Source: an optimization exercise on an open RTL-to-GDS flow (aim: small area, a short achievable clock period and few clock cycles). Production flows keep margins and buffers that such runs may drop. RTL that was checked went through simulation tests only; none was proved equivalent to the original. Power is estimated from default activity; no workload was simulated.

// mac_acc_array
module mac_acc_array #(
    parameter int DW    = mac_pkg::MAC_DW,
    parameter int LANES = 8,
    parameter int ACCW  = 2 * DW + 8
) (
    input  logic                  clk,
    input  logic                  rst_n,
    input  logic                  in_valid,
    output logic                  in_ready,
    input  logic [LANES*DW-1:0]   A,
    input  logic [LANES*DW-1:0]   W,
    input  logic                  Asigned,
    input  logic                  Wsigned,
    input  logic                  acc_clr,
    input  logic                  acc_last,
    output logic                  out_valid,
    input  logic                  out_ready,
    output logic [LANES*ACCW-1:0] Q,
    output logic [LANES-1:0]      ovf
);
    logic take;
    logic v1;
    logic last1;
    logic in_burst;
    logic clr;
    logic blk;
    assign in_ready = !blk && (!out_valid || out_ready);
    assign take     = in_valid && !(v1 && last1) && (!out_valid || out_ready);
    assign clr = take && (acc_clr || !(v1 || in_burst));
    always_ff @(posedge clk or negedge rst_n) begin
        if (!rst_n) begin
            v1        <= 1'b0;
            blk       <= 1'b0;
            in_burst  <= 1'b0;
            out_valid <= 1'b0;
        end else begin
            v1        <= take;
            blk       <= take && acc_last;
            out_valid <= (v1 && last1) || (out_valid && !out_ready);
  ...
==> flow/config.mk <==
export PLATFORM = sky130hd
export DESIGN_NAME = mac_acc_array
export DESIGN_NICKNAME = mac_acc_array
export VERILOG_FILES = /design/flow/design.v
export SDC_FILE = /design/flow/constraint.sdc
export NUM_CORES = 4
export LEC_CHECK = 0
export CAP_MARGIN = 20
export CORE_MARGIN = 2
export CORE_UTILIZATION = 40
export SETUP_SLACK_MARGIN = 2.1
export SLEW_MARGIN = 20
==> flow/constraint.sdc <==
create_clock -name core_clock -period 5.6 [get_ports {clk}]
set_input_delay 1.1200 -clock core_clock [delete_from_list [all_inputs] [get_ports {clk}]]
set_output_delay 1.1200 -clock core_clock [all_outputs]
set_load 0.01 [all_outputs]
standard.sh (not shown) runs the stock make flow with config.mk's settings and CLKGATE_MAP_FILE= SYNTH_SCRIPT=/design/flow/synth_recipe.tcl, a recipe that flattens the netlist after the stock synthesis.
==> flow/flow/run.sh <==
#!/bin/bash
# Own layout flow: the standard flow with two changes.
#  1. After the standard synthesis, full-adder cells are rewired to their
#     complemented inputs/outputs where that removes inverters
#     (fa_polarity.py; same logic function, same registers).
#  2. Ports are buffered with a small buffer instead of the default delay cell.
# Each tool's output goes to a log file of its own in the work folder.
set -euo pipefail
W=$(pwd)
R=$W/orfs/results/$FLOW_PLATFORM/mac_acc_array/base
bash standard.sh "$R/1_2_yosys.v" > "$W/flow_synth.log" 2>&1
cp "$R/1_2_yosys.v" "$W/1_2_yosys.standard.v"
python3 "$W/flow/fa_polarity.py" "$W/1_2_yosys.standard.v" "$R/1_2_yosys.v" > "$W/flow_fa_polarity.log" 2>&1
touch "$R/1_2_yosys.v" "$R/1_2_yosys.sdc"
BUFFER_PORTS_ARGS="-buffer_cell ${PORT_BUFFER:-sky130_fd_sc_hd__buf_1}" \
  bash standard.sh finish > "$W/flow_layout.log" 2>&1
Other scripts of this flow, unchanged in this note and not shown: flow/flow/fa_polarity.py
Testbench counts at the start, summed over its fixed seeds: cycles 32,255.
Next try:
--- a/flow/design.v
+++ b/flow/design.v
@@ -249,40 +249,37 @@
     assign cy[10] = gk3_10;
     assign cy[11] = gk3_11;
     assign cy[12] = gk3_12;
     assign cy[13] = gk3_13;
     assign cy[14] = gk3_14;
     assign cy[15] = gk3_15;
     assign t = p ^ {cy[14:0], 1'b0};
-    logic [7:0]  hi, hi_up, hi_dn, hi_nx;
+    logic [7:0]  hi, hi_nx;
     logic [1:0]  u0;
-    logic        is_max, is_min, dn0, dn1, up0, up1, sel_dn, sel_up, pos, neg;
+    logic        is_max, is_min, dn0, dn1, up0, up1;
+    logic        inc, dec, pos, neg, keep, zero, ones;
     assign hi     = q[23:16];
     assign is_max = hi == 8'h7f;
     assign is_min = hi == 8'h80;
-    assign hi_up  = is_max ? 8'h7f : hi + 8'd1;
-    assign hi_dn  = is_min ? 8'h80 : hi - 8'd1;
     assign u0     = x[17:16] + y[17:16];
     assign dn0    = u0 == 2'b11;
     assign dn1    = u0 == 2'b10;
     assign up0    = u0 == 2'b01;
     assign up1    = u0 == 2'b00;
-    assign sel_dn = cy[15] ? dn1 : dn0;
-    assign sel_up = cy[15] ? up1 : up0;
-    assign hi_nx  = ({8{sel_dn}} & hi_dn) | ({8{sel_up}} & hi_up) | ({8{!(sel_dn || sel_up)}} & hi);
-    assign pos    = sel_up && is_max;
-    assign neg    = sel_dn && is_min;
+    assign inc    = cy[15] ? up1 && !is_max : up0 && !is_max;
+    assign dec    = cy[15] ? dn1 && !is_min : dn0 && !is_min;
+    assign pos    = cy[15] ? up1 && is_max : up0 && is_max;
+    assign neg    = cy[15] ? dn1 && is_min : dn0 && is_min;
+    assign keep   = !(inc || dec || clr);
+    assign hi_nx  = ({8{inc && !clr}} & (hi + 8'd1)) | ({8{dec && !clr}} & (hi - 8'd1)) | ({8{keep}} & hi);
+    assign zero   = neg || clr;
+    assign ones   = pos && !clr;
     always_ff @(posedge clk) begin
-        if (clr) begin
-            q   <= '0;
-            ovf <= 1'b0;
-        end else begin
-            q   <= {hi_nx, (t & ~{16{neg}}) | {16{pos}}};
-            ovf <= ovf | pos | neg;
-        end
+        q   <= {hi_nx, (t & ~{16{zero}}) | {16{ones}}};
+        ovf <= !clr && (ovf || pos || neg);
     end
 endmodule
 module mac_acc_array #(
     parameter int DW    = mac_pkg::MAC_DW,
     parameter int LANES = 8,
     parameter int ACCW  = 2 * DW + 8
 ) (
Effect:
- global-route usage is about the same
- wire length drops by 4.0%
- via count drops by 3.2%
- cell count went down by 3.6%
- design area went down by 2.5%
- critical path depth goes up by 2
- total power decreases by 4.6%
- die area shrinks by 2.4%
- area after synthesis went down by 2.4%
- worst hold slack is worse by 0.0040 ns
Testbench counts after the change, summed over its fixed seeds: cycles 32,255.

## cedar
RTL: one of the versions met above, not the one the previous note started from.
For scale: about 3300 cells after synthesis, roughly 340 I/O pins, about 32000 sq um of cells after synthesis.
clock: 5.6 ns
lec_check: 0
cap_margin: 20
core_margin: 2
core_utilization: 40
setup_slack_margin: 2.3
slew_margin: 20
Scripts as last shown in full above: flow/flow/run.sh
Other scripts of this flow, unchanged in this note and not shown: flow/flow/fa_polarity.py
Testbench counts of cedar, summed over its fixed seeds: cycles 32,255.
#### Input delta (xenon over cedar)
diff --git a/flow/design.v b/flow/design.v
--- a/flow/design.v
+++ b/flow/design.v
@@ -248,39 +248,42 @@
     assign cy[9] = gk3_9;
     assign cy[10] = gk3_10;
     assign cy[11] = gk3_11;
     assign cy[12] = gk3_12;
     assign cy[13] = gk3_13;
     assign cy[14] = gk3_14;
     assign cy[15] = gk3_15;
     assign t = p ^ {cy[14:0], 1'b0};
-    logic [7:0]  hi, hi_nx;
+    logic [7:0]  hi, hi_up, hi_dn, hi_nx;
     logic [1:0]  u0;
-    logic        is_max, is_min, dn0, dn1, up0, up1;
-    logic        inc, dec, pos, neg, keep, zero, ones;
+    logic        is_max, is_min, dn0, dn1, up0, up1, sel_dn, sel_up, pos, neg;
     assign hi     = q[23:16];
     assign is_max = hi == 8'h7f;
     assign is_min = hi == 8'h80;
+    assign hi_up  = is_max ? 8'h7f : hi + 8'd1;
+    assign hi_dn  = is_min ? 8'h80 : hi - 8'd1;
     assign u0     = x[17:16] + y[17:16];
     assign dn0    = u0 == 2'b11;
     assign dn1    = u0 == 2'b10;
     assign up0    = u0 == 2'b01;
     assign up1    = u0 == 2'b00;
-    assign inc    = cy[15] ? up1 && !is_max : up0 && !is_max;
-    assign dec    = cy[15] ? dn1 && !is_min : dn0 && !is_min;
-    assign pos    = cy[15] ? up1 && is_max : up0 && is_max;
-    assign neg    = cy[15] ? dn1 && is_min : dn0 && is_min;
-    assign keep   = !(inc || dec || clr);
-    assign hi_nx  = ({8{inc && !clr}} & (hi + 8'd1)) | ({8{dec && !clr}} & (hi - 8'd1)) | ({8{keep}} & hi);
-    assign zero   = neg || clr;
-    assign ones   = pos && !clr;
+    assign sel_dn = cy[15] ? dn1 : dn0;
+    assign sel_up = cy[15] ? up1 : up0;
+    assign hi_nx  = sel_dn ? hi_dn : sel_up ? hi_up : hi;
+    assign pos    = sel_up && is_max;
+    assign neg    = sel_dn && is_min;
     always_ff @(posedge clk) begin
-        q   <= {hi_nx, (t & ~{16{zero}}) | {16{ones}}};
-        ovf <= !clr && (ovf || pos || neg);
+        if (clr) begin
+            q   <= '0;
+            ovf <= 1'b0;
+        end else begin
+            q   <= {hi_nx, (t & ~{16{neg}}) | {16{pos}}};
+            ovf <= ovf | pos | neg;
+        end
     end
 endmodule
 module mac_acc_array #(
     parameter int DW    = mac_pkg::MAC_DW,
     parameter int LANES = 8,
     parameter int ACCW  = 2 * DW + 8
 ) (
     input  logic                  clk,
Notes after the runs:
Against cedar as the reference, xenon delivers a higher final cell count.
Of the two candidates, cedar has the better hold slack and xenon the worse one.
Across both runs, combined buffer and inverter count along the critical path was higher for xenon than for cedar.
Comparing xenon and cedar, the higher cell depth of the worst flop-to-flop path is on xenon.
Relative to cedar, the register area of xenon is higher by about 0.34%.
Re final weighted congestion in routability-driven placement: xenon is 1.7% down on cedar.
xenon vs cedar: number of clock buffers in the layout down
xenon: fraction of area in registers is 1.9 points lower than what cedar reported.
When xenon is set beside cedar, its final critical delay including setup and external delays turns out to be 0.18 ns larger.
NOTE: final period utilization in xenon exceeds that of cedar
In xenon relative to cedar, die extent in x had gone up by a few percent.
Netlist area before placement was higher in xenon than in cedar.
Compared with cedar, xenon shows a area of the core that is 3500 sq um higher.
The RTL of xenon was laid out without a check of its function.

[re-timing with driven ports]
In the flow no input, the clock included, has a driving cell. The finished layouts below were timed again as built, in two steps.
Step 1, drivers: a clkbuf_16 drives clk and a buf_2 each remaining input, both assumed.
Step 2 times the ports against the registers' clock, not the clock port: input delays grow and output delays shrink by t, the midpoint of the rising clock arrivals with the driver on.
a / b / c = no drivers / after step 1 / after step 2; a / b = the first two.
run	t (ns)	slack for setup (ns)	worst setup path at the end	worst register clock-pin slew, ns	pins driven straight from the clock port
the first run of note 1	0.649	2.165 / 2.197 / 1.548	input to register	0.06 / 0.06	1
the second run of note 1	0.657	2.221 / 2.206 / 1.550	input to register	0.07 / 0.07	1
cedar	0.674	2.257 / 2.257 / 1.615	input to register	0.06 / 0.06	1
xenon	0.679	2.077 / 2.077 / 1.635	input to register	0.07 / 0.07	1
After both steps every run listed still meets setup and hold. The setup slack of the second run of note 1, which loses most, moves by -0.015 ns with the drivers and by -0.671 ns with both steps.
